This design comes from an exercise in tuning for a short achievable clock period and few clock cycles on the open sky130 flow, not from production work. Only simulation tests tie the RTL to the original design; equivalence was not proved. The flow treats the clock pin as an ideal source, which a real chip does not have. Power figures rest on the tool's default switching activity, not on a simulated workload.

File: design/flow/run.sh
#!/bin/bash
# synth_recipe.tcl (not shown) runs the flow's synth.tcl, then flattens the netlist and writes it again
# the make line also repeats each setting of config.mk as NAME=value (left out here)
make -C /OpenROAD-flow-scripts/flow DESIGN_CONFIG=/design/flow/config.mk WORK_HOME=/design/flow/orfs CLKGATE_MAP_FILE= SYNTH_SCRIPT=/design/flow/synth_recipe.tcl finish
File: design/flow/config.mk
export PLATFORM = sky130hd
export DESIGN_NAME = rv32i_core
export DESIGN_NICKNAME = rv32i_core
export VERILOG_FILES = /design/flow/design.v
export SDC_FILE = /design/flow/constraint.sdc
export NUM_CORES = 4
export LEC_CHECK = 0
export ABC_CLOCK_PERIOD_IN_PS = 1500
export CAP_MARGIN = 20
export CORE_MARGIN = 2
export CORE_UTILIZATION = 40
export SETUP_SLACK_MARGIN = 5
export SLEW_MARGIN = 20
File: design/flow/constraint.sdc
create_clock -name core_clock -period 10.0 [get_ports {i_clk}]
set_input_delay 2.0000 -clock core_clock [delete_from_list [all_inputs] [get_ports {i_clk}]]
set_output_delay 2.0000 -clock core_clock [all_outputs]
set_load 0.01 [all_outputs]
File: design/flow/design.v
`timescale 1ns/100ps
package rv32i_pkg;
    localparam int REG_COUNT  = 32;
    localparam int DMEM_WORDS = 64;
    localparam int DMEM_AW    = $clog2(64);
    typedef logic [32-1:0] word_t;
    typedef logic [4:0]          reg_addr_t;
    typedef struct packed {
        logic reg_write;    
        logic load;         
        logic store;        
        logic branch;       
        logic branch_ne;    
        logic b_imm;        
        logic use_rs1;      
        logic use_rs2;      
        logic sub;          
        logic sra;          
        logic r_add;
        logic r_slt;
        logic r_sltu;
        logic r_xor;
        logic r_or;
        logic r_and;
        logic r_sll;
        logic r_sr;
        logic r_lui;        
        logic r_jal;        
    } ctrl_t;
endpackage
`timescale 1ns/100ps
module rv32i_decoder (
    input  rv32i_pkg::word_t     i_instr,
    output rv32i_pkg::ctrl_t     o_ctrl,
    output rv32i_pkg::word_t     o_imm,
    output rv32i_pkg::reg_addr_t o_rs1,
    output rv32i_pkg::reg_addr_t o_rs2,
    output rv32i_pkg::reg_addr_t o_rd
);
    localparam logic [6:0] OPC_OP     = 7'b0110011;
    localparam logic [6:0] OPC_OP_IMM = 7'b0010011;
    localparam logic [6:0] OPC_LUI    = 7'b0110111;
    localparam logic [6:0] OPC_LOAD   = 7'b0000011;
    localparam logic [6:0] OPC_STORE  = 7'b0100011;
    localparam logic [6:0] OPC_BRANCH = 7'b1100011;
    localparam logic [6:0] OPC_JAL    = 7'b1101111;
    logic [6:0] opcode;
    logic [2:0] funct3;
    logic       is_op, is_opi, is_alu;
    assign opcode = i_instr[6:0];
    assign funct3 = i_instr[14:12];
    assign o_rd   = i_instr[11:7];
    assign o_rs1  = i_instr[19:15];
    assign o_rs2  = i_instr[24:20];
    assign is_op  = opcode == OPC_OP;
    assign is_opi = opcode == OPC_OP_IMM;
    assign is_alu = is_op || is_opi;
    always_comb begin
        o_ctrl = '0;
        o_imm  = '0;
        case (opcode)
            OPC_OP: begin
                o_ctrl.reg_write = 1'b1;
                o_ctrl.use_rs1   = 1'b1;
                o_ctrl.use_rs2   = 1'b1;
            end
            OPC_OP_IMM: begin
                o_ctrl.reg_write = 1'b1;
                o_ctrl.use_rs1   = 1'b1;
                o_ctrl.b_imm     = 1'b1;
                o_imm            = {{20{i_instr[31]}}, i_instr[31:20]};
            end
            OPC_LUI: begin
                o_ctrl.reg_write = 1'b1;
                o_ctrl.b_imm     = 1'b1;
                o_ctrl.r_lui     = 1'b1;
                o_imm            = {i_instr[31:12], 12'b0};
            end
            OPC_LOAD: if (funct3 == 3'b010) begin
                o_ctrl.reg_write = 1'b1;
                o_ctrl.load      = 1'b1;
                o_ctrl.use_rs1   = 1'b1;
                o_ctrl.b_imm     = 1'b1;
                o_imm            = {{20{i_instr[31]}}, i_instr[31:20]};
            end
            OPC_STORE: if (funct3 == 3'b010) begin
                o_ctrl.store     = 1'b1;
                o_ctrl.use_rs1   = 1'b1;
                o_ctrl.use_rs2   = 1'b1;
                o_ctrl.b_imm     = 1'b1;
                o_imm            = {{20{i_instr[31]}}, i_instr[31:25], i_instr[11:7]};
            end
            OPC_BRANCH: if (funct3[2:1] == 2'b00) begin
                o_ctrl.branch    = 1'b1;
                o_ctrl.branch_ne = funct3[0];
                o_ctrl.use_rs1   = 1'b1;
                o_ctrl.use_rs2   = 1'b1;
            end
            OPC_JAL: begin
                o_ctrl.reg_write = 1'b1;
                o_ctrl.r_jal     = 1'b1;
            end
            default: ;
        endcase
        if (is_alu) begin
            o_ctrl.sub    = (is_op && funct3 == 3'b000 && i_instr[30]) ||
                            funct3 == 3'b010 || funct3 == 3'b011;
            o_ctrl.sra    = i_instr[30];
            o_ctrl.r_add  = funct3 == 3'b000;
            o_ctrl.r_sll  = funct3 == 3'b001;
            o_ctrl.r_slt  = funct3 == 3'b010;
            o_ctrl.r_sltu = funct3 == 3'b011;
            o_ctrl.r_xor  = funct3 == 3'b100;
            o_ctrl.r_sr   = funct3 == 3'b101;
            o_ctrl.r_or   = funct3 == 3'b110;
            o_ctrl.r_and  = funct3 == 3'b111;
        end
        if (o_rd == '0) begin
            o_ctrl.reg_write = 1'b0;
        end
    end
endmodule
`timescale 1ns/100ps
module rv32i_regfile (
    input  logic                            i_clk,
    input  logic                            i_reset,
    input  logic                            i_we,
    input  rv32i_pkg::reg_addr_t            i_waddr,
    input  rv32i_pkg::word_t                i_wdata,
    input  logic [rv32i_pkg::REG_COUNT-1:0] i_rsel1,
    input  logic [rv32i_pkg::REG_COUNT-1:0] i_rsel2,
    output rv32i_pkg::word_t                o_rdata1,
    output rv32i_pkg::word_t                o_rdata2
);
    rv32i_pkg::word_t                regs [1:rv32i_pkg::REG_COUNT-1];
    logic [rv32i_pkg::REG_COUNT-1:1] valid;
    always_ff @(posedge i_clk) begin
        for (int i = 1; i < rv32i_pkg::REG_COUNT; i++) begin
            if (i_reset) begin
                valid[i] <= 1'b0;
            end else if (i_we && i_waddr == i) begin
                valid[i] <= 1'b1;
            end
        end
    end
    always_ff @(posedge i_clk) begin
        for (int i = 1; i < rv32i_pkg::REG_COUNT; i++) begin
            if (i_we && i_waddr == i) begin
                regs[i] <= i_wdata;
            end
        end
    end
    always_comb begin
        o_rdata1 = '0;
        o_rdata2 = '0;
        for (int i = 1; i < rv32i_pkg::REG_COUNT; i++) begin
            o_rdata1 = o_rdata1 | ({32{i_rsel1[i] & valid[i]}} & regs[i]);
            o_rdata2 = o_rdata2 | ({32{i_rsel2[i] & valid[i]}} & regs[i]);
        end
    end
endmodule
`timescale 1ns/100ps
module rv32i_hazard_unit (
    input  rv32i_pkg::ctrl_t     i_id_ctrl,
    input  rv32i_pkg::reg_addr_t i_id_rs1,
    input  rv32i_pkg::reg_addr_t i_id_rs2,
    input  rv32i_pkg::ctrl_t     i_ex_ctrl,    
    input  rv32i_pkg::reg_addr_t i_ex_rd,
    input  logic                 i_mem_we,     
    input  rv32i_pkg::reg_addr_t i_mem_rd,
    input  logic                 i_wb_we,      
    input  rv32i_pkg::reg_addr_t i_wb_rd,
    output logic                 o_stall,
    output logic [3:0]           o_sel_a,      
    output logic [3:0]           o_sel_b,
    output logic [3:0]           o_sel_s
);
    logic ex1, ex2, mem1, mem2, wb1, wb2;
    assign ex1  = i_ex_ctrl.reg_write && i_ex_rd == i_id_rs1 && i_id_ctrl.use_rs1;
    assign ex2  = i_ex_ctrl.reg_write && i_ex_rd == i_id_rs2 && i_id_ctrl.use_rs2;
    assign mem1 = i_mem_we && i_mem_rd == i_id_rs1 && i_id_ctrl.use_rs1;
    assign mem2 = i_mem_we && i_mem_rd == i_id_rs2 && i_id_ctrl.use_rs2;
    assign wb1  = i_wb_we && i_wb_rd == i_id_rs1 && i_id_ctrl.use_rs1;
    assign wb2  = i_wb_we && i_wb_rd == i_id_rs2 && i_id_ctrl.use_rs2;
    assign o_stall = i_ex_ctrl.load && (ex1 || ex2);
    function automatic logic [3:0] pick(logic ex, logic mem, logic wb);
        pick = {ex, !ex && mem, !ex && !mem && wb, !ex && !mem && !wb};
    endfunction
    assign o_sel_a = pick(ex1, mem1, wb1);
    assign o_sel_b = i_id_ctrl.b_imm ? 4'b0001 : pick(ex2, mem2, wb2);
    assign o_sel_s = pick(ex2, mem2, wb2);
endmodule
`timescale 1ns/100ps
module rv32i_execute (
    input  rv32i_pkg::ctrl_t  i_ctrl,
    input  rv32i_pkg::word_t  i_a,         
    input  rv32i_pkg::word_t  i_b,         
    input  rv32i_pkg::word_t  i_s,         
    input  logic [3:0]        i_sel_a,     
    input  logic [3:0]        i_sel_b,
    input  logic [3:0]        i_sel_s,
    input  rv32i_pkg::word_t  i_fwd1,      
    input  rv32i_pkg::word_t  i_fwd2,      
    input  rv32i_pkg::word_t  i_fwd3,      
    input  rv32i_pkg::word_t  i_link,      
    output logic [rv32i_pkg::DMEM_WORDS-1:0] o_dmem_sel,
    output rv32i_pkg::word_t  o_result,
    output rv32i_pkg::word_t  o_store_data,
    output logic              o_equal
);
    rv32i_pkg::word_t a, b, s, b_add, sum, alu;
    logic             carry;
    logic             lt, ltu;
    rv32i_pkg::word_t sll, sr;
    logic [7:0]       addr;
    function automatic rv32i_pkg::word_t fwd(logic [3:0] sel, rv32i_pkg::word_t own,
                                             rv32i_pkg::word_t f1, rv32i_pkg::word_t f2,
                                             rv32i_pkg::word_t f3);
        fwd = ({32{sel[3]}} & f1) | ({32{sel[2]}} & f2) |
              ({32{sel[1]}} & f3) | ({32{sel[0]}} & own);
    endfunction
    assign a = fwd(i_sel_a, i_a, i_fwd1, i_fwd2, i_fwd3);
    assign b = fwd(i_sel_b, i_b, i_fwd1, i_fwd2, i_fwd3);
    assign s = fwd(i_sel_s, i_s, i_fwd1, i_fwd2, i_fwd3);
    assign b_add        = i_ctrl.sub ? ~b : b;
    assign {carry, sum} = {1'b0, a} + {1'b0, b_add} + {32'd0, i_ctrl.sub};
    assign ltu = ~carry;
    assign lt  = (a[31] ^ b[31]) ? a[31] : sum[31];
    assign sll = a << b[4:0];
    assign sr  = rv32i_pkg::word_t'($signed({i_ctrl.sra & a[31], a}) >>> b[4:0]);
    assign alu = ({32{i_ctrl.r_add}}  & sum)
               | ({32{i_ctrl.r_slt}}  & {31'd0, lt})
               | ({32{i_ctrl.r_sltu}} & {31'd0, ltu})
               | ({32{i_ctrl.r_xor}}  & (a ^ b))
               | ({32{i_ctrl.r_or}}   & (a | b))
               | ({32{i_ctrl.r_and}}  & (a & b))
               | ({32{i_ctrl.r_sll}}  & sll)
               | ({32{i_ctrl.r_sr}}   & sr);
    assign addr = a[7:0] + b[7:0];
    always_comb begin
        o_dmem_sel = '0;
        o_dmem_sel[addr[7:2]] = 1'b1;
    end
    assign o_result     = alu
                        | ({32{i_ctrl.r_jal}} & i_link)
                        | ({32{i_ctrl.r_lui}} & i_b);
    assign o_store_data = s;
    assign o_equal      = a == s;
endmodule
`timescale 1ns/100ps
module rv32i_data_mem (
    input  logic                             i_clk,
    input  logic                             i_we,
    input  logic [rv32i_pkg::DMEM_WORDS-1:0] i_sel,
    input  rv32i_pkg::word_t                 i_wdata,
    output rv32i_pkg::word_t                 o_rdata
);
    rv32i_pkg::word_t mem [rv32i_pkg::DMEM_WORDS];
    always_ff @(posedge i_clk) begin
        for (int i = 0; i < rv32i_pkg::DMEM_WORDS; i++) begin
            if (i_we && i_sel[i]) begin
                mem[i] <= i_wdata;
            end
        end
    end
    always_comb begin
        o_rdata = '0;
        for (int i = 0; i < rv32i_pkg::DMEM_WORDS; i++) begin
            o_rdata = o_rdata | ({32{i_sel[i]}} & mem[i]);
        end
    end
endmodule
`timescale 1ns/100ps
module rv32i_core (
    input  logic                 i_clk,
    input  logic                 i_reset,
    output rv32i_pkg::word_t     o_imem_addr,
    input  rv32i_pkg::word_t     i_imem_data,
    output logic                 o_wb_valid,
    output rv32i_pkg::reg_addr_t o_wb_rd,
    output rv32i_pkg::word_t     o_wb_data
);
    logic [11:1]          f_lo_q;
    rv32i_pkg::word_t     f_base_q;
    rv32i_pkg::word_t     f_step_q;
    rv32i_pkg::ctrl_t     x_ctrl_q;
    rv32i_pkg::word_t     x_a_q;
    rv32i_pkg::word_t     x_b_q;
    rv32i_pkg::word_t     x_s_q;
    logic [3:0]           x_sel_a_q;
    logic [3:0]           x_sel_b_q;
    logic [3:0]           x_sel_s_q;
    rv32i_pkg::reg_addr_t x_rd_q;
    rv32i_pkg::word_t     x_pc_q;
    rv32i_pkg::word_t     x_boff_q;
    logic                 x_same_q;
    rv32i_pkg::word_t     m_result_q;
    rv32i_pkg::word_t     m_sdata_q;
    logic [rv32i_pkg::DMEM_WORDS-1:0] m_asel_q;
    rv32i_pkg::reg_addr_t m_rd_q;
    logic                 m_we_q;
    logic                 m_load_q;
    logic                 m_store_q;
    logic                 w_valid_q;
    rv32i_pkg::reg_addr_t w_rd_q;
    rv32i_pkg::word_t     w_data_q;
    rv32i_pkg::word_t     w2_data_q;    
    rv32i_pkg::word_t     w_rf_data_q;  
    rv32i_pkg::reg_addr_t o_rd_q;       
    rv32i_pkg::word_t     o_data_q;
    rv32i_pkg::word_t instr;
    logic             f_jal, f_br_taken;
    rv32i_pkg::word_t f_jimm, f_bimm, f_step;
    rv32i_pkg::word_t f_pc;
    logic             stall;
    logic             redirect;
    rv32i_pkg::word_t redirect_pc;
    assign o_imem_addr = {f_base_q[31:12], f_lo_q, 1'b0};
    assign instr       = i_imem_data;
    assign f_jal  = instr[6:0] == 7'b1101111;
    assign f_br_taken = instr[6:0] == 7'b1100011 &&
                        (instr[14:12] == 3'b001 && instr[19:15] != instr[24:20] ||
                         instr[14:12] == 3'b000 && instr[19:15] == instr[24:20]);
    assign f_jimm = {{12{instr[31]}}, instr[19:12], instr[20], instr[30:21], 1'b0};
    assign f_bimm = {{20{instr[31]}}, instr[7], instr[30:25], instr[11:8], 1'b0};
    assign f_step = f_jal ? f_jimm : f_br_taken ? f_bimm : 32'd4;
    logic [11:1] f_lo_seq, f_lo_jal, f_lo_br, f_lo_next;
    assign f_lo_seq  = f_lo_q + 11'd2;
    assign f_lo_jal  = f_lo_q + f_jimm[11:1];
    assign f_lo_br   = f_lo_q + f_bimm[11:1];
    assign f_lo_next = f_jal ? f_lo_jal : f_br_taken ? f_lo_br : f_lo_seq;
    assign f_pc = f_base_q + f_step_q;
    always_ff @(posedge i_clk) begin
        if (i_reset) begin
            f_lo_q   <= '0;
            f_base_q <= 32'h0000_0000;
            f_step_q <= '0;
        end else if (redirect) begin
            f_lo_q   <= redirect_pc[11:1];
            f_base_q <= redirect_pc;
            f_step_q <= '0;
        end else if (!stall) begin
            f_lo_q   <= f_lo_next;
            f_base_q <= f_pc;
            f_step_q <= f_step;
        end
    end
    rv32i_pkg::ctrl_t     d_ctrl;
    rv32i_pkg::word_t     d_imm;
    rv32i_pkg::reg_addr_t d_rs1, d_rs2, d_rd;
    rv32i_pkg::word_t     rf_rdata1, rf_rdata2;
    logic [3:0]           sel_a, sel_b, sel_s;
    rv32i_decoder u_decoder (
        .i_instr (instr),
        .o_ctrl  (d_ctrl),
        .o_imm   (d_imm),
        .o_rs1   (d_rs1),
        .o_rs2   (d_rs2),
        .o_rd    (d_rd)
    );
    rv32i_regfile u_regfile (
        .i_clk    (i_clk),
        .i_reset  (i_reset),
        .i_we     (w_valid_q),
        .i_waddr  (w_rd_q),
        .i_wdata  (w_rf_data_q),
        .i_rsel1  (rv32i_pkg::REG_COUNT'(1) << d_rs1),
        .i_rsel2  (rv32i_pkg::REG_COUNT'(1) << d_rs2),
        .o_rdata1 (rf_rdata1),
        .o_rdata2 (rf_rdata2)
    );
    rv32i_hazard_unit u_hazard (
        .i_id_ctrl  (d_ctrl),
        .i_id_rs1   (d_rs1),
        .i_id_rs2   (d_rs2),
        .i_ex_ctrl  (x_ctrl_q),
        .i_ex_rd    (x_rd_q),
        .i_mem_we   (m_we_q),
        .i_mem_rd   (m_rd_q),
        .i_wb_we    (w_valid_q),
        .i_wb_rd    (w_rd_q),
        .o_stall    (stall),
        .o_sel_a    (sel_a),
        .o_sel_b    (sel_b),
        .o_sel_s    (sel_s)
    );
    always_ff @(posedge i_clk) begin
        if (i_reset || redirect || stall) begin
            x_ctrl_q <= '0;
        end else begin
            x_ctrl_q <= d_ctrl;
        end
    end
    always_ff @(posedge i_clk) begin
        x_a_q     <= rf_rdata1;
        x_b_q     <= d_ctrl.b_imm ? d_imm : rf_rdata2;
        x_s_q     <= rf_rdata2;
        x_sel_a_q <= sel_a;
        x_sel_b_q <= sel_b;
        x_sel_s_q <= sel_s;
        x_rd_q    <= d_rd;
        x_pc_q    <= f_pc;
        x_same_q  <= d_rs1 == d_rs2;
        x_boff_q  <= (d_ctrl.branch_ne || d_ctrl.r_jal) ? 32'd4 : f_bimm;
    end
    rv32i_pkg::word_t x_result, x_sdata;
    logic             x_equal;
    logic [rv32i_pkg::DMEM_WORDS-1:0] x_dmem_sel;
    rv32i_execute u_execute (
        .i_ctrl       (x_ctrl_q),
        .i_a          (x_a_q),
        .i_b          (x_b_q),
        .i_s          (x_s_q),
        .i_sel_a      (x_sel_a_q),
        .i_sel_b      (x_sel_b_q),
        .i_sel_s      (x_sel_s_q),
        .i_fwd1       (m_result_q),
        .i_fwd2       (w_data_q),
        .i_fwd3       (w2_data_q),
        .i_link       (redirect_pc),
        .o_dmem_sel   (x_dmem_sel),
        .o_result     (x_result),
        .o_store_data (x_sdata),
        .o_equal      (x_equal)
    );
    assign redirect    = x_ctrl_q.branch && !x_same_q && x_equal;
    assign redirect_pc = x_pc_q + x_boff_q;
    always_ff @(posedge i_clk) begin
        if (i_reset) begin
            m_we_q    <= 1'b0;
            m_load_q  <= 1'b0;
            m_store_q <= 1'b0;
        end else begin
            m_we_q    <= x_ctrl_q.reg_write;
            m_load_q  <= x_ctrl_q.load;
            m_store_q <= x_ctrl_q.store;
        end
    end
    always_ff @(posedge i_clk) begin
        m_result_q <= x_result;
        m_sdata_q  <= x_sdata;
        m_asel_q   <= x_dmem_sel;
        m_rd_q     <= x_rd_q;
    end
    rv32i_pkg::word_t dmem_rdata;
    rv32i_pkg::word_t m_value;
    rv32i_data_mem u_data_mem (
        .i_clk   (i_clk),
        .i_we    (m_store_q),
        .i_sel   (m_asel_q),
        .i_wdata (m_sdata_q),
        .o_rdata (dmem_rdata)
    );
    assign m_value = m_load_q ? dmem_rdata : m_result_q;
    always_ff @(posedge i_clk) begin
        if (i_reset) begin
            w_valid_q <= 1'b0;
        end else begin
            w_valid_q <= m_we_q;
        end
    end
    always_ff @(posedge i_clk) begin
        w_rd_q    <= m_rd_q;
        w_data_q  <= m_value;
        w2_data_q <= w_data_q;
    end
    always_ff @(posedge i_clk) begin
        if (m_we_q) begin
            w_rf_data_q <= m_value;
        end
    end
    always_ff @(posedge i_clk) begin
        if (i_reset) begin
            o_rd_q   <= '0;
            o_data_q <= '0;
        end else if (m_we_q) begin
            o_rd_q   <= m_rd_q;
            o_data_q <= m_value;
        end
    end
    assign o_wb_valid = w_valid_q;
    assign o_wb_rd    = o_rd_q;
    assign o_wb_data  = o_data_q;
endmodule
==> impl_metrics.env, run 1 <==
export IMPL_outcome="timing/DRC/antenna clean"
export IMPL_synthesis_nets=9919
export IMPL_hp_class="reg2reg"
export IMPL_irDropWorstVdd_mv=0.1560
export IMPL_grt_use_total=0.3678
export IMPL_root_buffer="clkbuf_16"
export IMPL_drt_total_wl_um=693000
export IMPL_worstMarginPinSlew_ps=1302
export IMPL_rr_worst_depth=11
export IMPL_dp_hpwl_um=394800
export IMPL_avgViaCountPerCell=7.300
export IMPL_slew_violations=0
export IMPL_fin_crit_ps=5070
export IMPL_grt_pass1_wl_um=906800
export IMPL_grt_max_degree=67
export IMPL_synth_most_common_cell="edfxtp_1"
export IMPL_synth_top_area_frac=0.6428
export IMPL_synth_area_leaders="edfxtp_1, a22oi_1, dfxtp_1"
export IMPL_layout_drive_gt1_share=0.1253
export IMPL_crit_type="in2reg"
export IMPL_hold_viol_final=0
export IMPL_synth_common_cells="edfxtp_1, a22oi_1, clkbuf_1"
export IMPL_ys_seq_area_frac=0.7141
export IMPL_cp_required_ps=10860
export IMPL_rows=219
export IMPL_clk_pin_slew_ps=60
export IMPL_synth_edf_count=3072
export IMPL_holdPathStages=0
export IMPL_crit_buf_inv=3
export IMPL_areaGrowthSynthToFinish_pct=13.72
export IMPL_htree_levels=5
export IMPL_io_buffer_count=102
export IMPL_r2r_slack_ps=5010
export IMPL_numClockSinks=3583
export IMPL_ant_nets=0
export IMPL_largestRegisters="u_data_mem.mem (2048), u_regfile.regs (992), m_asel_q (64)"
export IMPL_synth_largest_area_cell="edfxtp_1"
export IMPL_largest_reg_flops=2048
export IMPL_critical_path_most_common_cell="buf_4"
export IMPL_cp_arrival_ps=5930
export IMPL_crit_path_max_fanout=21
export IMPL_place_gp_congestion=0.9958
export IMPL_r2r_end="m_result_q[15]$_DFF_P_"
export IMPL_die_x_um=603.0
export IMPL_ios=104
export IMPL_die_area_sq_um=363600
export IMPL_clock_skew_ps=105.5
export IMPL_drv_cap=0
export IMPL_yosys_warnings=8
export IMPL_firstDrtPassIters=17
export IMPL_wl_per_cell_um=46.34
export IMPL_relSlewSlack=0.1318
export IMPL_hold_end="x_pc_q[0]$_DFF_P_"
export IMPL_pre_cts_ws_ps=3822
export IMPL_period_share=0.5070
export IMPL_cts_tree="yes"
export IMPL_syn_mean_instance_area_sq_um=14.78
export IMPL_grt_overflow=0
export IMPL_post_route_drc_count=0
export IMPL_stdcell_area_sq_um=163200
export IMPL_cts_buffers=367
export IMPL_fin_nets=10050
export IMPL_place_area_sq_um=151100
export IMPL_fmax_ghz=0.1972
export IMPL_critPathSlowestCell="and3_2"
export IMPL_top_register="u_data_mem.mem"
export IMPL_async_flop_share=0
export IMPL_die_h_um=603.0
export IMPL_end_kind="flip-flop"
export IMPL_max_clock_path_buffers=4
export IMPL_synth_cells=9708
export IMPL_insertion_delay_ps=1010
export IMPL_grt_antenna_before_repair=51
export IMPL_rsz0062_at_grt="no"
export IMPL_setup_tns_final_ps=0
export IMPL_critPathTopFamily="simple AND/OR/NAND/NOR gates"
export IMPL_postLayoutSetupSlackWorst_ps=4930
export IMPL_hp_start="f_base_q[0]$_SDFFE_PP0P_"
export IMPL_slowest_delay_ps=830
export IMPL_ys_types=94
export IMPL_drt_iter0_drc=25960
export IMPL_ys_flop_type="edfxtp_1"
export IMPL_core_area_sq_um=356500
export IMPL_regToRegStartpoint="x_sel_b_q[3]$_SDFF_PP0_"
export IMPL_setup_viol=0
export IMPL_critPathLaunchType="input port"
export IMPL_power_density_nw_per_um2=183.7
export IMPL_grt_pass1_vias=99280
export IMPL_dr_total_vias=109200
export IMPL_synth_seq_cells=3583
export IMPL_leakagePower_nw=51.92
export IMPL_worstPathCellList="clkdlybuf4s50_1 -> buf_4 -> nor2b_1 -> and3_2 -> buf_4 -> a22o_1 -> a221oi_1 -> nand3_1 -> or4_1 -> a221o_1"
export IMPL_initial_core_util=0.4026
export IMPL_syn_cell_area_sq_um=143500
cell families after synthesis:
group	Yosys count	synth area share
XOR/XNOR	180	0.01109
AO/OA/AOI/OAI	2880	0.1552
AND/OR/NAND/NOR	1866	0.06568
multiplexers	210	0.01517
other	1	0.00002613
buffers and inverters	811	0.02301
adder cells (fa/ha/maj)	177	0.01569
flip-flops	3583	0.7141
layout make-up:
class	count	area [sq um]
Fill cell	30790	193300
Clock buffer	495	10120
Sequential cell	3583	102600
Antenna cell	56	140.1
Clock inverter	183	1612
Multi-Input combinational cell	5314	38460
Tap cell	4751	5944
Inverter	113	426.7
Timing Repair Buffer	460	3855
cell usage in the layout, fill, tap and decap left out, types with 81 or more instances in the layout:
cell and n:
ha_1 172, xnor2_1 103, nand3_1 394, dfxtp_2 81, inv_1 108, clkbuf_1 86
buf_4 344, dfxtp_1 414, a222oi_1 105, nand4_1 207, nand2_1 363, a21oi_1 131
clkdlybuf4s50_1 95, mux2i_1 188, a221oi_1 348, clkbuf_16 371, edfxtp_1 3072, nor3_1 113
a22oi_1 1426, nor2_1 323, o21ai_0 111, a22o_1 337
worst reg2reg max path: cells and delay by family (launching register included):
kind	cells	cell delay (ps)
buffers and inverters	3	1320
flip-flops	1	340
multiplexers	4	1880
AO/OA/AOI/OAI	3	1100
AND/OR/NAND/NOR	1	140
stage by stage:
| step | hold slack, ps | power (mW) | utilization | cells |
|---|---|---|---|---|
| detailed placement | 346.9 | 16.62 | 0.4239 | 14220 |
| global placement | 337.8 | 16.62 | 0.4237 | 14220 |
| CTS | 354.7 | 29.92 | 0.4569 | 14900 |
| floorplan | 330.1 | 16.48 | - | 9708 |
| global route | 360.1 | 30.50 | 0.4575 | 14920 |
| finish | 355.7 | 29.98 | 0.4578 | 14960 |
layer usage:
| metal | wire length, um | global-route usage | up-vias | part of all wire |
|---|---|---|---|---|
| met5 | 279 | 0 | - | 0.00040 |
| met4 | 53610 | 0.2271 | 34 | 0.077 |
| met3 | 113100 | 0.1306 | 2781 | 0.16 |
| met2 | 285500 | 0.5240 | 11630 | 0.41 |
| met1 | 240500 | 0.4783 | 54690 | 0.35 |
| li1 | - | - | 40030 | - |
report_power, final:
group          total (mW)  internal [mW]  switching, mW
Sequential           16.0           16.0         0.0269
Combinational       0.291         0.0916          0.199
Clock                13.7           7.64           6.03
Total                30.0           23.7           6.25
repair_timing:
| item | CTS | global route |
|---|---|---|
| setup buffers | 2 | 0 |
| hold buffers | 0 | 0 |
| resized for setup | 7 | 19 |
| hold endpoints to repair | 0 | 0 |
| endpoints found under the setup margin | 60 | 68 |
how the worst max path moves through the flow:
stage                     slack [ps]  cells after the start               startpoint                   endpoint
after global placement          3790                     11          i_imem_data[18]  f_base_q[31]$_SDFFE_PP0P_
final                           4930                     10          i_imem_data[24]          x_b_q[21]$_DFF_P_
after global routing            5020                     10          i_imem_data[23]          x_b_q[20]$_DFF_P_
after floorplan                 5770                     10          i_imem_data[24]          x_b_q[26]$_DFF_P_
after CTS                       4970                     16  x_sel_b_q[2]$_SDFF_PP0_     m_result_q[30]$_DFF_P_
after detailed placement        3820                     11          i_imem_data[20]           x_b_q[4]$_DFF_P_
Testbench counts, summed over its fixed seeds: cycles 53,275.
==> inputs of run 2 (changes only) <==
==> design/flow/flow/run.sh (new file) <==
#!/bin/bash
# The standard layout (standard.sh: standard synthesis, floorplan, power grid, placement,
# CTS, routing) with three changes to how the layout is made; constraints and clock are
# the standard flow's own:
#  - the port buffers are sky130_fd_sc_hd__buf_8 rather than the cell buffer_ports picks
#    by itself (a clock-delay buffer), so every input and output still gets its buffer;
#  - gate sizing may change a cell's footprint (MATCH_CELL_FOOTPRINT=0);
#  - the timing repair after CTS and after global routing aims for more setup slack than
#    the 10 ns clock needs (flow/repair.tcl redefines ORFS's repair_timing_helper there).
# Each make run logs to its own file here; ORFS keeps its per-step logs under orfs/logs.
set -euo pipefail
here=$(pwd)
common=(MATCH_CELL_FOOTPRINT=0 "BUFFER_PORTS_ARGS=-buffer_cell sky130_fd_sc_hd__buf_8")
bash standard.sh "${common[@]}" synth floorplan > standard_synth_floorplan.log 2>&1
bash standard.sh "${common[@]}" PRE_CTS_TCL="$here/flow/repair.tcl" \
    PRE_GLOBAL_ROUTE_TCL="$here/flow/repair.tcl" finish > standard_place_to_finish.log 2>&1
==> design/flow/flow/repair.tcl (new file) <==
# Sourced by ORFS (PRE_CTS_TCL, PRE_GLOBAL_ROUTE_TCL) before the CTS and global-route steps.
# Same as ORFS's repair_timing_helper, but with a setup margin of 6.5 ns (the repair aims
# for a 3.5 ns path at the 10 ns clock) and a bound on the number of repair iterations.
proc repair_timing_helper { args } {
  set additional_args [list -setup_margin 6.5 -max_iterations 3000]
  append_env_var additional_args HOLD_SLACK_MARGIN -hold_margin 1
  append_env_var additional_args SETUP_MOVE_SEQUENCE -sequence 1
  append_env_var additional_args TNS_END_PERCENT -repair_tns 1
  append_env_var additional_args SKIP_PIN_SWAP -skip_pin_swap 0
  append_env_var additional_args SKIP_GATE_CLONING -skip_gate_cloning 0
  append_env_var additional_args SKIP_BUFFER_REMOVAL -skip_buffer_removal 0
  append_env_var additional_args SKIP_LAST_GASP -skip_last_gasp 0
  append_env_var additional_args SKIP_VT_SWAP -skip_vt_swap 0
  append_env_var additional_args SKIP_CRIT_VT_SWAP -skip_crit_vt_swap 0
  append_env_var additional_args MATCH_CELL_FOOTPRINT -match_cell_footprint 0
  lappend additional_args {*}$args -verbose
  log_cmd repair_timing {*}$additional_args
}
==> design/flow/standard.sh (new file) <==
#!/bin/bash
# synth_recipe.tcl (not shown) runs the flow's synth.tcl, then flattens the netlist and writes it again
# the make line also repeats each setting of config.mk as NAME=value (left out here)
make -C /OpenROAD-flow-scripts/flow DESIGN_CONFIG=/design/flow/config.mk WORK_HOME=/design/flow/orfs CLKGATE_MAP_FILE= SYNTH_SCRIPT=/design/flow/synth_recipe.tcl "${@:-finish}"
--- a/design/flow/config.mk
+++ b/design/flow/config.mk
@@ -11,3 +11,3 @@
 export CORE_UTILIZATION = 40
-export SETUP_SLACK_MARGIN = 5
 export SLEW_MARGIN = 20
+export TNS_END_PERCENT = 10
removed: design/flow/run.sh
==> run 2 against run 1 <==
Compared with the run above:
- worst hold slack lost 3.2 ps
- die area stayed put
- sequential cell count is the same
- sequential power barely moved
- first-iteration DRC count up 4.4%
- fmax up 25%
- register-to-register slack better by 1100 ps
- cell count is 1.8% higher
- total power down 0.19%
- largest cell class unchanged
- synthesized area is the same
- via count rose by 2.7%
==> impl_metrics.env, run 2 <==
export IMPL_firstDrtPassIters=11
export IMPL_cp_required_ps=10750
export IMPL_synth_top_area_frac=0.6428
export IMPL_critPathTopFamily="simple AND/OR/NAND/NOR gates"
export IMPL_insertion_delay_ps=1010
export IMPL_setup_tns_final_ps=0
export IMPL_numClockSinks=3583
export IMPL_critPathLaunchType="input port"
export IMPL_critPathSlowestCell="nor3b_4"
export IMPL_ys_seq_area_frac=0.7141
export IMPL_cts_tree="yes"
export IMPL_place_inst=14200
export IMPL_yosys_warnings=8
export IMPL_relSlewSlack=0.1293
export IMPL_ios=104
export IMPL_wl_per_cell_um=46.37
export IMPL_crit_buf_inv=2
export IMPL_power_density_nw_per_um2=177.2
export IMPL_crit_type="in2reg"
export IMPL_layout_commonest_cell="edfxtp_1"
export IMPL_synth_common_cells="edfxtp_1, a22oi_1, clkbuf_1"
export IMPL_drt_total_wl_um=705800
export IMPL_leakagePower_nw=54.02
export IMPL_dp_hpwl_um=383000
export IMPL_synth_cells=9708
export IMPL_whs_ps=352.4
export IMPL_syn_cell_area_sq_um=143500
export IMPL_clock_skew_ps=137.1
export IMPL_grt_pass1_wl_um=902800
export IMPL_crit_path_max_fanout=21
export IMPL_grt_use_total=0.3650
export IMPL_synthesis_nets=9919
export IMPL_hp_class="reg2reg"
export IMPL_async_flop_share=0
export IMPL_io_buffer_count=102
export IMPL_fin_crit_ps=4071
export IMPL_synth_most_common_cell="edfxtp_1"
export IMPL_fillers=30200
export IMPL_largest_reg_flops=2048
export IMPL_power_mw=29.92
export IMPL_cts_hold_buf=0
export IMPL_drv_cap=0
export IMPL_ant_nets=0
export IMPL_stdcell_count=15220
export IMPL_grt_max_degree=95
export IMPL_largestRegisters="u_data_mem.mem (2048), u_regfile.regs (992), m_asel_q (64)"
export IMPL_fmax_ghz=0.2456
export IMPL_cp_arrival_ps=4820
export IMPL_worstMarginPinSlew_ps=1306
export IMPL_mostFrequentLayoutCells="edfxtp_1, a22oi_1, buf_4, clkbuf_16, dfxtp_1"
export IMPL_areaGrowthSynthToFinish_pct=17.65
export IMPL_die_area_sq_um=363600
export IMPL_outcome="timing/DRC/antenna clean"
export IMPL_rsz0062_at_grt="yes"
export IMPL_post_route_drc_count=0
export IMPL_slowest_delay_ps=670
export IMPL_drt_iter0_drc=27100
export IMPL_place_area_sq_um=151500
export IMPL_synth_area_leaders="edfxtp_1, a22oi_1, dfxtp_1"
export IMPL_stdcell_area_sq_um=168800
export IMPL_period_share=0.4071
export IMPL_grt_overflow=0
export IMPL_synth_edf_count=3072
export IMPL_end_kind="flip-flop"
export IMPL_fin_util=0.4736
export IMPL_slew_violations=0
export IMPL_ys_flop_type="edfxtp_1"
export IMPL_grt_antenna_before_repair=81
export IMPL_cts_buffers=365
export IMPL_avgViaCountPerCell=7.365
export IMPL_clk_pin_slew_ps=60
export IMPL_grt_pass1_vias=99870
export IMPL_setup_viol=0
export IMPL_dr_total_vias=112100
export IMPL_die_h_um=603.0
export IMPL_rows=219
export IMPL_core_area_sq_um=356500
export IMPL_hold_viol_final=0
export IMPL_syn_mean_instance_area_sq_um=14.78
export IMPL_initial_core_util=0.4026
export IMPL_ys_types=94
export IMPL_fin_nets=10300
export IMPL_place_gp_congestion=0.9846
export IMPL_synth_largest_area_cell="edfxtp_1"
export IMPL_layout_drive_gt1_share=0.1766
export IMPL_pre_cts_ws_ps=4709
export IMPL_synth_seq_cells=3583
export IMPL_postLayoutSetupSlackWorst_ps=5929
export IMPL_irDropWorstVdd_mv=0.1783
export IMPL_die_x_um=603.0
export IMPL_worstPathCellList="buf_8 -> nor3b_4 -> and3_4 -> buf_4 -> a22oi_1 -> nand3_1 -> or3_1"
export IMPL_top_register="u_data_mem.mem"
## run 2: report_power, final
part / internal (mW) / switching, mW
sequential: 16.0 / 0.0303
combinational: 0.115 / 0.210
clock: 7.61 / 5.96
total: 23.7 / 6.20
## run 2: timing repair
action / CTS / global route
cloned: 17 / 26
setup buffers: 96 / 125
resized for setup: 326 / 280
pin swaps: 86 / 100
setup endpoints to repair: 326 / 305
## run 2: cells by family after synthesis
group	Yosys count	share of synthesized area
XOR/XNOR	180	0.01109
AO/OA/AOI/OAI	2880	0.1552
multiplexers	210	0.01517
flip-flops	3583	0.7141
adder cells (fa/ha/maj)	177	0.01569
other	1	0.00002613
buffers and inverters	811	0.02301
AND/OR/NAND/NOR	1866	0.06568
## run 2: worst paths after layout
path	to	cells after the start	startpoint	slack (ps)
hold / removal	w2_data_q[11]$_DFF_P_	0	w_data_q[11]$_DFF_P_	350
hold reg to reg	w2_data_q[11]$_DFF_P_	0	w_data_q[11]$_DFF_P_	350
setup reg to reg	o_data_q[23]$_SDFFE_PP0P_	8	m_load_q$_SDFF_PP0_	6070
setup / recovery	x_a_q[21]$_DFF_P_	7	i_imem_data[19]	5930
## run 2: layout make-up
class,count,area [sq um],share of cell area
clock buffers,501,10050,0.05950
flip-flops and latches,3583,102700,0.6081
repair buffers,704,7845,0.04647
diodes,90,225.2,0.001334
clock inverters,160,1553,0.009197
multi-input cells,5320,40110,0.2376
inverters,113,437.9,0.002594
well taps,4751,5944,0.03521
## run 2: routing by layer
layer  global-route usage  part of all wire  vias up
met5             0.003436           0.00097        -
met4               0.2330             0.087       48
met3               0.1409              0.17     3293
met2               0.5118              0.40    12640
met1               0.4708              0.34    55520
li1                     -                 -    40620
==> inputs of run 3 (changes only) <==
--- a/design/flow/design.v
+++ b/design/flow/design.v
@@ -214,3 +214,3 @@
     rv32i_pkg::word_t sll, sr;
-    logic [7:0]       addr;
+    logic [7:0]       addr_own, addr_f1, addr_f2, addr_f3;
     function automatic rv32i_pkg::word_t fwd(logic [3:0] sel, rv32i_pkg::word_t own,
@@ -238,7 +238,14 @@
                | ({32{i_ctrl.r_sr}}   & sr);
-    assign addr = a[7:0] + b[7:0];
-    always_comb begin
-        o_dmem_sel = '0;
-        o_dmem_sel[addr[7:2]] = 1'b1;
-    end
+    function automatic logic [rv32i_pkg::DMEM_WORDS-1:0] word_dec(logic [7:0] addr);
+        word_dec = '0;
+        word_dec[addr[7:2]] = 1'b1;
+    endfunction
+    assign addr_own = i_a[7:0] + i_b[7:0];
+    assign addr_f1  = i_fwd1[7:0] + i_b[7:0];
+    assign addr_f2  = i_fwd2[7:0] + i_b[7:0];
+    assign addr_f3  = i_fwd3[7:0] + i_b[7:0];
+    assign o_dmem_sel = ({rv32i_pkg::DMEM_WORDS{i_sel_a[3]}} & word_dec(addr_f1))
+                      | ({rv32i_pkg::DMEM_WORDS{i_sel_a[2]}} & word_dec(addr_f2))
+                      | ({rv32i_pkg::DMEM_WORDS{i_sel_a[1]}} & word_dec(addr_f3))
+                      | ({rv32i_pkg::DMEM_WORDS{i_sel_a[0]}} & word_dec(addr_own));
     assign o_result     = alu
@@ -283,2 +290,3 @@
     logic [11:1]          f_lo_q;
+    logic [11:1]          f_lo_n_q;     
     rv32i_pkg::word_t     f_base_q;
@@ -304,2 +312,3 @@
     logic                 w_valid_q;
+    logic                 o_valid_n_q;  
     rv32i_pkg::reg_addr_t w_rd_q;
@@ -317,3 +326,3 @@
     rv32i_pkg::word_t redirect_pc;
-    assign o_imem_addr = {f_base_q[31:12], f_lo_q, 1'b0};
+    assign o_imem_addr = {f_base_q[31:12], ~f_lo_n_q, 1'b0};
     assign instr       = i_imem_data;
@@ -334,2 +343,11 @@
         if (i_reset) begin
+            f_lo_n_q <= '1;
+        end else if (redirect) begin
+            f_lo_n_q <= ~redirect_pc[11:1];
+        end else if (!stall) begin
+            f_lo_n_q <= ~f_lo_next;
+        end
+    end
+    always_ff @(posedge i_clk) begin
+        if (i_reset) begin
             f_lo_q   <= '0;
@@ -456,5 +474,7 @@
         if (i_reset) begin
-            w_valid_q <= 1'b0;
+            w_valid_q   <= 1'b0;
+            o_valid_n_q <= 1'b1;
         end else begin
-            w_valid_q <= m_we_q;
+            w_valid_q   <= m_we_q;
+            o_valid_n_q <= !m_we_q;
         end
@@ -480,3 +500,3 @@
     end
-    assign o_wb_valid = w_valid_q;
+    assign o_wb_valid = !o_valid_n_q;
     assign o_wb_rd    = o_rd_q;
==> run 3 against run 2 <==
Compared with the run above:
- still clean on timing, DRC and antenna
- core utilization rose by 0.12 points
- die area is 1.8% higher
- register-to-register slack lost 60 ps
- non-clock buffer count increased by 60
- first-iteration DRC count down 2.1%
- critical path depth grew 2
- worst setup slack gained 85 ps
- global-route usage rose by 0.78 points
- largest power group unchanged
==> impl_metrics.env, run 3 <==
export IMPL_die_x_um=608.4
export IMPL_numClockSinks=3595
export IMPL_areaGrowthSynthToFinish_pct=17.98
export IMPL_async_flop_share=0
export IMPL_power_density_nw_per_um2=176.9
export IMPL_syn_cell_area_sq_um=146100
export IMPL_place_gp_congestion=0.9849
export IMPL_largestRegisters="u_data_mem.mem (2048), u_regfile.regs (992), m_asel_q (64)"
export IMPL_insertion_delay_ps=980
export IMPL_synth_most_common_cell="edfxtp_1"
export IMPL_firstDrtPassIters=17
export IMPL_synthesis_nets=10410
export IMPL_worstMarginPinSlew_ps=1297
export IMPL_whs_ps=328.9
export IMPL_critPathTopFamily="simple AND/OR/NAND/NOR gates"
export IMPL_synth_common_cells="edfxtp_1, a22oi_1, clkbuf_1"
export IMPL_relSlewSlack=0.1286
export IMPL_cp_required_ps=10850
export IMPL_grt_max_degree=77
export IMPL_cts_buffers=367
export IMPL_postLayoutSetupSlackWorst_ps=6014
export IMPL_leakagePower_nw=56.39
export IMPL_holdPathStages=0
export IMPL_die_area_sq_um=370100
export IMPL_hold_end="w2_data_q[13]$_DFF_P_"
export IMPL_io_buffer_count=102
export IMPL_ios=104
export IMPL_synthSimpleGateAreaFrac=0.06885
export IMPL_cp_arrival_ps=4830
export IMPL_drv_cap=0
export IMPL_crit_path_max_fanout=23
export IMPL_dr_total_vias=116000
export IMPL_outcome="timing/DRC/antenna clean"
export IMPL_grt_antenna_before_repair=84
export IMPL_dp_hpwl_um=398600
export IMPL_largest_reg_flops=2048
export IMPL_synth_top_area_frac=0.6314
export IMPL_place_inst=14700
export IMPL_ant_nets=0
export IMPL_layout_drive_gt1_share=0.1791
export IMPL_synth_cells=10170
export IMPL_synthAdderAreaFrac=0.01773
export IMPL_core_area_sq_um=363100
export IMPL_grt_pass1_wl_um=942100
export IMPL_syn_mean_instance_area_sq_um=14.37
export IMPL_slew_violations=0
export IMPL_wl_per_cell_um=46.14
export IMPL_rows=221
export IMPL_synth_largest_area_cell="edfxtp_1"
export IMPL_multi_input_area_sq_um=42400
export IMPL_cts_tree="yes"
export IMPL_hold_viol_final=0
export IMPL_avgViaCountPerCell=7.360
export IMPL_yosys_warnings=8
export IMPL_crit_buf_inv=2
export IMPL_crit_type="reg2reg"
export IMPL_p_int_mw=24.15
export IMPL_register_area_sq_um=103000
export IMPL_seq_power_share=0.527
export IMPL_synth_mux_area_frac=0.01183
export IMPL_p_sw_mw=6.349
export IMPL_p_sw_frac=0.2082
export IMPL_critPathLaunchType="flip-flop"
export IMPL_drt_iter0_drc=26540
export IMPL_hp_start="w_data_q[13]$_DFF_P_"
export IMPL_synth_top_family_by_area="compound AO/OA/AOI/OAI gates"
export IMPL_r2r_slack_ps=6010
export IMPL_fillers=31050
export IMPL_setup_tns_final_ps=0
export IMPL_period_share=0.3986
export IMPL_power_frac_comb=0.013
export IMPL_clockPowerShare=0.460
export IMPL_drt_total_wl_um=726900
export IMPL_power_mw=30.50
export IMPL_fmax_ghz=0.2509
export IMPL_grt_overflow=0
export IMPL_grt_pass1_vias=105500
export IMPL_die_h_um=608.4
export IMPL_critPathSlowestCell="nor4_4"
export IMPL_rsz0062_at_grt="yes"
export IMPL_ys_flop_type="edfxtp_1"
export IMPL_cts_hold_buf=0
export IMPL_fin_crit_ps=3986
export IMPL_fin_nets=10830
export IMPL_top_register="u_data_mem.mem"
export IMPL_synth_area_leaders="edfxtp_1, a22oi_1, dfxtp_1"
export IMPL_mostFrequentLayoutCells="edfxtp_1, a22oi_1, buf_4, nand2_1, clkbuf_16"
export IMPL_ys_types=92
export IMPL_rr_worst_depth=9
export IMPL_clk_pin_slew_ps=70
export IMPL_regToRegStartpoint="m_load_q$_SDFF_PP0_"
export IMPL_grt_use_total=0.3728
export IMPL_worstPathCellList="buf_4 -> buf_6 -> nand3_1 -> a221oi_1 -> nand4_1 -> nor4_4 -> a21oi_1 -> mux2i_1 -> nor2_1"
export IMPL_synth_edf_count=3072
export IMPL_ys_seq_area_frac=0.7031
export IMPL_layout_commonest_cell="edfxtp_1"
export IMPL_irDropWorstVdd_mv=0.1579
export IMPL_clock_skew_ps=85.30
export IMPL_synth_compound_area_frac=0.1598
export IMPL_post_route_drc_count=0
export IMPL_setup_viol=0
export IMPL_slowest_delay_ps=730
export IMPL_end_kind="flip-flop"
export IMPL_stdcell_count=15760
export IMPL_initial_core_util=0.4024
export IMPL_hp_class="reg2reg"
export IMPL_synthXorXnorAreaFrac=0.01531
export IMPL_synth_seq_cells=3595
export IMPL_r2r_end="o_data_q[13]$_SDFFE_PP0P_"
export IMPL_pre_cts_ws_ps=4145
-- run 3: changes by cell type in the layout (fill, tap and decap cells not counted), sizes merged, moves of 31 or more --
cell / delta
nand2: +121
mux2i: -31
xor2: +41
a22oi: +96
a21o: +32
buf: +66
nor2: +71
a21oi: +36
-- run 3: worst max path at each step --
stage                                  from                   endpoint  cells after the start
global placement             i_imem_data[3]  f_base_q[29]$_SDFFE_PP0P_                     11
finish                  m_load_q$_SDFF_PP0_  o_data_q[13]$_SDFFE_PP0P_                      9
floorplan             m_result_q[2]$_DFF_P_     m_result_q[30]$_DFF_P_                     18
global route        x_sel_b_q[0]$_SDFF_PP1_     m_result_q[30]$_DFF_P_                     17
CTS                 x_sel_b_q[0]$_SDFF_PP1_      m_result_q[0]$_DFF_P_                     19
detailed placement           i_imem_data[3]  f_base_q[29]$_SDFFE_PP0P_                     11
-- run 3: routing by layer --
metal | track usage | routed length [um] | up-vias
li1 | - | - | 42290
met1 | 0.4539 | 235000 | 57210
met2 | 0.5431 | 301600 | 12860
met3 | 0.1388 | 120300 | 3563
met4 | 0.2695 | 69590 | 42
met5 | 0.0006457 | 396 | -
-- run 3: logic make-up after synthesis --
| logic type | after synthesis |
|---|---|
| DFF | 3595 |
| AOI/OAI and AO/OA | 3046 |
| and+or+nand+nor | 2037 |
| buffers and inverters | 866 |
| xor gates and xnor gates | 248 |
| adders and majority gates | 204 |
| muxes | 171 |
| other | 1 |
-- run 3: power by group through the flow --
stage               sequential, mW  clock, mW  combinational [mW]
floorplan                     16.4          0               0.178
global placement              16.4          0               0.333
detailed placement            16.4          0               0.336
CTS                           16.1       14.0               0.349
global route                  16.1       14.6               0.400
finish                        16.1       14.0               0.389
-- run 3: cell type report --
class	instances	area share
sequential	3595	0.5973
inverter	142	0.003310
timing repair inverter	1	0.00006533
multi-input combinational	5719	0.2460
clock buffer	478	0.05840
clock inverter	197	0.01185
antenna	66	0.0009581
timing repair buffer	764	0.04732
tap	4794	0.03480
-- run 3: worst register-to-register path, stage by stage, from the launching register on --
cell and delay, ps:
dfxtp_4 650, buf_4 440, buf_6 460, nand3_1 260, a221oi_1 290, nand4_1 200
nor4_4 730, a21oi_1 520, mux2i_1 290, nor2_1 50
-- run 3: timing repair --
action	in CTS	in global routing
cloned	24	22
pin swaps	90	98
setup endpoints to repair	408	357
setup buffers	101	166
endpoints found under the hold margin	0	0
gates resized for setup	377	232
-- run 3: through the flow --
| step | area (sq um) | util |
|---|---|---|
| after detailed placement | 154300 | 0.4250 |
| after CTS | 169200 | 0.4659 |
| after floorplan | 146100 | - |
| final | 172400 | 0.4748 |
| after global placement | 154300 | 0.4249 |
| after global routing | 172200 | 0.4744 |
Testbench counts of run 3, summed over its fixed seeds: cycles 53,275.
==> inputs of run 4 (changes only) <==
--- a/design/flow/config.mk
+++ b/design/flow/config.mk
@@ -10,3 +10,4 @@
 export CORE_MARGIN = 2
-export CORE_UTILIZATION = 40
+export CORE_UTILIZATION = 55
+export PLACE_DENSITY = 0.68
 export SLEW_MARGIN = 20
==> run 4 against run 3 <==
Compared with the run above:
- still clean on timing, DRC and antenna
- sequential power hardly changed
- count of clock-buffer cells in the layout decreased by 19
- cell count is 8.5% lower
- via count down 0.22%
- die area decreased by 27%
==> impl_metrics.env, run 4 <==
export IMPL_async_flop_share=0
export IMPL_postLayoutSetupSlackWorst_ps=5992
export IMPL_synthesis_nets=10410
export IMPL_fin_util=0.6426
export IMPL_rsz0062_at_grt="yes"
export IMPL_hp_class="reg2reg"
export IMPL_cts_hold_buf=0
export IMPL_dp_hpwl_um=373700
export IMPL_whs_ps=352.1
export IMPL_synth_largest_area_cell="edfxtp_1"
export IMPL_hold_viol_final=0
export IMPL_irDropWorstVdd_mv=0.1688
export IMPL_slew_violations=0
export IMPL_worstMarginPinSlew_ps=1299
export IMPL_io_buffer_count=102
export IMPL_layout_commonest_cell="edfxtp_1"
export IMPL_grt_pass1_vias=105200
export IMPL_pre_cts_ws_ps=4183
export IMPL_fillers=18830
export IMPL_die_x_um=519.4
export IMPL_core_area_sq_um=264600
export IMPL_largest_reg_flops=2048
export IMPL_insertion_delay_ps=1000
export IMPL_synth_most_common_cell="edfxtp_1"
export IMPL_cp_arrival_ps=4820
export IMPL_place_gp_congestion=0.9952
export IMPL_register_area_sq_um=102900
export IMPL_leakagePower_nw=55.91
export IMPL_cp_required_ps=10820
export IMPL_die_area_sq_um=269800
export IMPL_grt_max_degree=108
export IMPL_synth_seq_cells=3595
export IMPL_ios=104
export IMPL_stdcell_count=14410
export IMPL_power_density_nw_per_um2=179.4
export IMPL_place_inst=13410
export IMPL_place_area_sq_um=152500
export IMPL_layout_drive_gt1_share=0.1715
export IMPL_syn_cell_area_sq_um=146100
export IMPL_largestRegisters="u_data_mem.mem (2048), u_regfile.regs (992), m_asel_q (64)"
export IMPL_stdcell_area_sq_um=170000
export IMPL_grt_use_total=0.4888
export IMPL_period_share=0.4008
export IMPL_crit_type="reg2reg"
export IMPL_synth_cells=10170
export IMPL_cts_tree="yes"
export IMPL_setup_viol=0
export IMPL_end_kind="flip-flop"
export IMPL_multi_input_area_sq_um=42430
export IMPL_avgViaCountPerCell=8.031
export IMPL_die_h_um=519.4
export IMPL_top_register="u_data_mem.mem"
export IMPL_fmax_ghz=0.2495
export IMPL_outcome="timing/DRC/antenna clean"
export IMPL_areaGrowthSynthToFinish_pct=16.39
export IMPL_numClockSinks=3595
export IMPL_syn_mean_instance_area_sq_um=14.37
export IMPL_grt_pass1_wl_um=896800
export IMPL_ys_seq_area_frac=0.7031
export IMPL_fin_crit_ps=4008
export IMPL_grt_overflow=0
export IMPL_cts_buffers=362
export IMPL_relSlewSlack=0.1342
export IMPL_dr_total_vias=115700
export IMPL_synth_common_cells="edfxtp_1, a22oi_1, clkbuf_1"
export IMPL_ys_flop_type="edfxtp_1"
export IMPL_wl_per_cell_um=48.33
export IMPL_post_route_drc_count=0
export IMPL_yosys_warnings=8
export IMPL_clock_skew_ps=78.43
export IMPL_power_mw=30.51
export IMPL_firstDrtPassIters=15
export IMPL_synth_edf_count=3072
export IMPL_crit_path_max_fanout=19
export IMPL_synth_area_leaders="edfxtp_1, a22oi_1, dfxtp_1"
export IMPL_synth_top_area_frac=0.6314
export IMPL_fin_nets=10760
export IMPL_critPathLaunchType="flip-flop"
export IMPL_initial_core_util=0.5521
export IMPL_mostFrequentLayoutCells="edfxtp_1, a22oi_1, buf_4, nand2_1, dfxtp_1"
export IMPL_grt_antenna_before_repair=62
export IMPL_drt_total_wl_um=696400
export IMPL_ys_types=92
export IMPL_setup_tns_final_ps=0
export IMPL_ant_nets=0
export IMPL_clk_pin_slew_ps=60
export IMPL_drv_cap=0
export IMPL_drt_iter0_drc=28470
export IMPL_rows=189
[run 4: cell types whose count changed in the layout (fill, tap and decap cells not counted), moves of 10 or more]
| cell | change |
|---|---|
| buf_4 | -30 |
| buf_6 | -23 |
| dfxtp_1 | +17 |
| dfxtp_4 | -17 |
| buf_8 | -11 |
| clkinv_2 | -10 |
[run 4: power by group]
part	leakage, nW	switching (mW)	internal (mW)
Clock	5.88	6.03	8.02
Combinational	19.9	0.249	0.136
Sequential	30.1	0.0306	16.0
Total	55.9	6.31	24.2
[run 4: area by class of cell]
class / count / share of cell area
inverters: 142 / 0.003274
multi-input cells: 5719 / 0.2495
diodes: 60 / 0.0008830
repair buffers: 697 / 0.04388
well taps: 3533 / 0.02600
clock buffers: 459 / 0.05752
clock inverters: 204 / 0.01379
flip-flops and latches: 3595 / 0.6051
[run 4: what timing repair did]
| action | in CTS | in global routing |
|---|---|---|
| resized for setup | 282 | 293 |
| setup endpoints to repair | 372 | 360 |
| setup buffers | 58 | 176 |
| pin swaps | 51 | 121 |
| gates cloned | 9 | 33 |
| hold endpoints to repair | 0 | 0 |
[run 4: worst paths after layout]
path,start,end,slack [ps],cells after the start
worst max register to register,m_asel_q[56]$_DFF_P_,o_data_q[1]$_SDFFE_PP0P_,5990,9
worst max-delay path,m_asel_q[56]$_DFF_P_,o_data_q[1]$_SDFFE_PP0P_,5990,9
worst min register to register,f_base_q[0]$_SDFFE_PP0P_,x_pc_q[0]$_DFF_P_,350,0
worst min-delay path,f_base_q[0]$_SDFFE_PP0P_,x_pc_q[0]$_DFF_P_,350,0
[run 4: metal layers]
metal | global-route usage | routed length, um
met5 | 0 | 596
met4 | 0.3619 | 70290
met3 | 0.1979 | 124000
met2 | 0.6958 | 285100
met1 | 0.6002 | 216400
[run 4: worst max-delay path, stage by stage (launching register included)]
cell and delay, ps:
dfxtp_2 560, buf_4 430, a22oi_1 260, nand3_1 110, a221oi_1 320, nand4_1 250, nor4_1 980, a21oi_4 510
mux2i_1 290, nor2_1 60
[run 4: logic make-up after synthesis]
logic type	count (synthesis)	synth area share
compound gates	3046	0.1598
buf+inv	866	0.02335
xor+xnor	248	0.01531
mux	171	0.01183
fa+ha+maj	204	0.01773
other cells	1	0.00002567
simple gates	2037	0.06885
flops	3595	0.7031
==> inputs of run 5 (changes only) <==
--- a/design/flow/design.v
+++ b/design/flow/design.v
@@ -129,4 +129,4 @@
     input  rv32i_pkg::word_t                i_wdata,
-    input  logic [rv32i_pkg::REG_COUNT-1:0] i_rsel1,
-    input  logic [rv32i_pkg::REG_COUNT-1:0] i_rsel2,
+    input  rv32i_pkg::reg_addr_t            i_raddr1,
+    input  rv32i_pkg::reg_addr_t            i_raddr2,
     output rv32i_pkg::word_t                o_rdata1,
@@ -136,2 +136,4 @@
     logic [rv32i_pkg::REG_COUNT-1:1] valid;
+    rv32i_pkg::word_t                rd_word [rv32i_pkg::REG_COUNT];
+    logic [rv32i_pkg::REG_COUNT-1:0] rd_valid;
     always_ff @(posedge i_clk) begin
@@ -153,9 +155,11 @@
     always_comb begin
-        o_rdata1 = '0;
-        o_rdata2 = '0;
+        rd_word[0]  = '0;
+        rd_valid[0] = 1'b0;
         for (int i = 1; i < rv32i_pkg::REG_COUNT; i++) begin
-            o_rdata1 = o_rdata1 | ({32{i_rsel1[i] & valid[i]}} & regs[i]);
-            o_rdata2 = o_rdata2 | ({32{i_rsel2[i] & valid[i]}} & regs[i]);
+            rd_word[i]  = regs[i];
+            rd_valid[i] = valid[i];
         end
     end
+    assign o_rdata1 = {32{rd_valid[i_raddr1]}} & rd_word[i_raddr1];
+    assign o_rdata2 = {32{rd_valid[i_raddr2]}} & rd_word[i_raddr2];
 endmodule
@@ -384,4 +388,4 @@
         .i_wdata  (w_rf_data_q),
-        .i_rsel1  (rv32i_pkg::REG_COUNT'(1) << d_rs1),
-        .i_rsel2  (rv32i_pkg::REG_COUNT'(1) << d_rs2),
+        .i_raddr1 (d_rs1),
+        .i_raddr2 (d_rs2),
         .o_rdata1 (rf_rdata1),
--- a/design/flow/config.mk
+++ b/design/flow/config.mk
@@ -10,4 +10,3 @@
 export CORE_MARGIN = 2
-export CORE_UTILIZATION = 55
-export PLACE_DENSITY = 0.68
+export CORE_UTILIZATION = 40
 export SLEW_MARGIN = 20
==> run 5 against run 4 <==
Compared with the run above:
- critical endpoint is now w_rf_data_q[17]$_DFFE_PP_
- worst hold slack better by 2.3 ps
- non-clock buffer count down 27
- final area grew 1.4%
- wire length up 1.8%
- sequential cell count unchanged
- combinational power is 84% higher
==> impl_metrics.env, run 5 <==
export IMPL_r2r_end="w_rf_data_q[17]$_DFFE_PP_"
export IMPL_period_share=0.3845
export IMPL_end_kind="flip-flop"
export IMPL_ys_seq_area_frac=0.6983
export IMPL_ys_flop_type="edfxtp_1"
export IMPL_layout_drive_gt1_share=0.1773
export IMPL_rr_worst_depth=5
export IMPL_layout_commonest_cell="edfxtp_1"
export IMPL_synthesis_nets=10360
export IMPL_grt_pass1_vias=105400
export IMPL_crit_path_end="w_rf_data_q[17]$_DFFE_PP_"
export IMPL_syn_cell_area_sq_um=147100
export IMPL_core_area_sq_um=365800
export IMPL_synth_most_common_cell="edfxtp_1"
export IMPL_worstMarginPinSlew_ps=1317
export IMPL_critPathTopFamily="compound AO/OA/AOI/OAI gates"
export IMPL_relSlewSlack=0.1217
export IMPL_cts_tree="yes"
export IMPL_dr_total_vias=115400
export IMPL_numClockSinks=3595
export IMPL_clock_skew_ps=88.17
export IMPL_synth_area_leaders="edfxtp_1, dfxtp_1, a22oi_1"
export IMPL_drt_iter0_drc=27860
export IMPL_r2r_slack_ps=6160
export IMPL_synth_top_area_frac=0.6271
export IMPL_rsz0062_at_grt="yes"
export IMPL_cp_required_ps=10550
export IMPL_dp_hpwl_um=403600
export IMPL_io_buffer_count=102
export IMPL_hold_viol_final=0
export IMPL_slowest_delay_ps=1120
export IMPL_wl_per_cell_um=45.24
export IMPL_worstPathCellList="buf_4 -> a22oi_1 -> nand4_1 -> nor4_1 -> a21oi_2"
export IMPL_grt_max_degree=107
export IMPL_ys_types=100
export IMPL_synth_common_cells="edfxtp_1, a22oi_1, dfxtp_1"
export IMPL_place_area_sq_um=155900
export IMPL_initial_core_util=0.4021
export IMPL_synth_edf_count=3072
export IMPL_stdcell_area_sq_um=172400
export IMPL_ant_nets=0
export IMPL_insertion_delay_ps=1010
export IMPL_setup_tns_final_ps=0
export IMPL_place_gp_congestion=0.9840
export IMPL_slew_violations=0
export IMPL_whs_ps=354.3
export IMPL_crit_type="reg2reg"
export IMPL_cp_arrival_ps=4390
export IMPL_outcome="timing/DRC/antenna clean"
export IMPL_rows=222
export IMPL_grt_antenna_before_repair=44
export IMPL_avgViaCountPerCell=7.364
export IMPL_crit_path_max_fanout=21
export IMPL_drv_cap=0
export IMPL_synth_seq_cells=3595
export IMPL_top_register="u_data_mem.mem"
export IMPL_cp_startpoint="m_asel_q[9]$_DFF_P_"
export IMPL_fillers=31050
export IMPL_leakagePower_nw=55.09
export IMPL_die_x_um=610.4
export IMPL_regToRegStartpoint="m_asel_q[9]$_DFF_P_"
export IMPL_fin_nets=10720
export IMPL_register_area_sq_um=102900
export IMPL_die_area_sq_um=372600
export IMPL_firstDrtPassIters=15
export IMPL_crit_buf_inv=1
export IMPL_irDropWorstVdd_mv=0.1523
export IMPL_fin_util=0.4713
export IMPL_grt_overflow=0
export IMPL_clk_pin_slew_ps=60
export IMPL_yosys_warnings=9
export IMPL_critPathLaunchType="flip-flop"
export IMPL_grt_pass1_wl_um=931600
export IMPL_synth_cells=10120
export IMPL_multi_input_area_sq_um=43730
export IMPL_die_h_um=610.4
export IMPL_critPathSlowestCell="dfxtp_2"
export IMPL_largest_reg_flops=2048
export IMPL_hp_class="reg2reg"
export IMPL_place_inst=14730
export IMPL_cts_hold_buf=0
export IMPL_async_flop_share=0
export IMPL_path_depth=5
export IMPL_power_mw=30.63
export IMPL_ios=104
export IMPL_postLayoutSetupSlackWorst_ps=6155
export IMPL_power_density_nw_per_um2=177.7
export IMPL_fmax_ghz=0.2601
export IMPL_areaGrowthSynthToFinish_pct=17.21
export IMPL_drt_total_wl_um=708700
export IMPL_cts_buffers=363
export IMPL_fin_crit_ps=3845
export IMPL_mostFrequentLayoutCells="edfxtp_1, a22oi_1, a221oi_1, a22o_1, buf_4"
export IMPL_syn_mean_instance_area_sq_um=14.54
export IMPL_synth_largest_area_cell="edfxtp_1"
export IMPL_grt_use_total=0.3658
export IMPL_post_route_drc_count=0
export IMPL_stdcell_count=15670
export IMPL_pre_cts_ws_ps=4129
export IMPL_largestRegisters="u_data_mem.mem (2048), u_regfile.regs (992), m_asel_q (64)"
export IMPL_setup_viol=0
-- run 5: worst reg2reg max path, delay by kind of cell (launching register included) --
family | cells | cell delay [ps]
and+or+nand+nor | 2 | 360
AOI/OAI and AO/OA | 2 | 1220
buffers and inverters | 1 | 710
DFF | 1 | 1120
-- run 5: cell type report --
type / count / area share
diodes: 64 / 0.0009289
clock buffers: 462 / 0.05702
clock inverters: 207 / 0.01203
inverters: 148 / 0.003331
multi-input cells: 5704 / 0.2536
flip-flops and latches: 3595 / 0.5971
well taps: 4816 / 0.03495
repair buffers: 670 / 0.04102
-- run 5: kinds of logic after synthesis --
| logic type | synth area share |
|---|---|
| xor gates and xnor gates | 0.01562 |
| DFF | 0.6983 |
| muxes | 0.01685 |
| AOI/OAI and AO/OA | 0.1651 |
| buffers and inverters | 0.02278 |
| adders and majority gates | 0.01761 |
| and+or+nand+nor | 0.06370 |
| other | 0.00002549 |
-- run 5: where the power goes --
part | leakage, nW | switching [mW] | internal [mW] | total, mW
combinational | 19.3 | 0.483 | 0.225 | 0.708
clock | 5.81 | 6.09 | 7.77 | 13.9
sequential | 30.0 | 0.0266 | 16.0 | 16.1
-- run 5: metal layers --
metal  GRT usage  vias up  wire, um
li1            -    42300         -
met4      0.2376       34     58270
met2      0.5042    12580    284100
met1      0.4720    57340    243300
met5    0.006457        -       762
met3      0.1490     3124    122300
-- run 5: worst min-delay path by stage --
stage,startpoint,endpoint,cells past startpoint
global placement,f_base_q[0]$_SDFFE_PP0P_,x_pc_q[0]$_DFF_P_,0
global route,f_base_q[0]$_SDFFE_PP0P_,x_pc_q[0]$_DFF_P_,0
floorplan,f_base_q[0]$_SDFFE_PP0P_,x_pc_q[0]$_DFF_P_,0
CTS,w_data_q[18]$_DFF_P_,w2_data_q[18]$_DFF_P_,0
finish,f_base_q[0]$_SDFFE_PP0P_,x_pc_q[0]$_DFF_P_,0
detailed placement,f_base_q[0]$_SDFFE_PP0P_,x_pc_q[0]$_DFF_P_,0
-- run 5: repair_timing --
| action | 4_1_cts | 5_1_grt |
|---|---|---|
| buffers inserted | 125 | 50 |
| cloned | 22 | 2 |
| resized for setup | 368 | 211 |
| endpoints found under the setup margin | 326 | 304 |
| pin swaps | 82 | 72 |
Testbench counts of run 5, summed over its fixed seeds: cycles 53,275.

afterwards: timing with drivers on the ports:
The flow's constraints put no driver on any port. The routed layouts listed below were extracted and timed again, unchanged, in two steps.
Step 1: set_driving_cell puts a clkbuf_16 on i_clk and a buf_2 on each other input, an assumption about the parent block.
Step 2, shift: input delay + t, output delay - t, t = (earliest + latest rising clock arrival at the registers) / 2. This alone moves slack from input paths to output paths.
Slacks: no drivers / after step 1 / after step 2; pairs: no drivers / after step 1.
run	t, ns	slack for setup (ns)	worst setup path after step 2	slew at the worst register clock pin (ns)
run 1	1.071	4.930 / 5.006 / 3.948	input to register	0.07 / 0.07
run 2	1.066	5.929 / 5.994 / 4.929	input to register	0.07 / 0.07
run 3	1.061	6.014 / 6.014 / 5.011	input to register	0.08 / 0.08
run 4	1.063	5.992 / 5.993 / 4.999	input to register	0.07 / 0.07
run 5	1.089	6.155 / 6.155 / 5.113	input to register	0.08 / 0.08
After both steps every run listed still meets setup and hold. For run 5, which loses most, drivers alone change the setup slack by 0.000 ns; drivers and shift together by -1.042 ns.
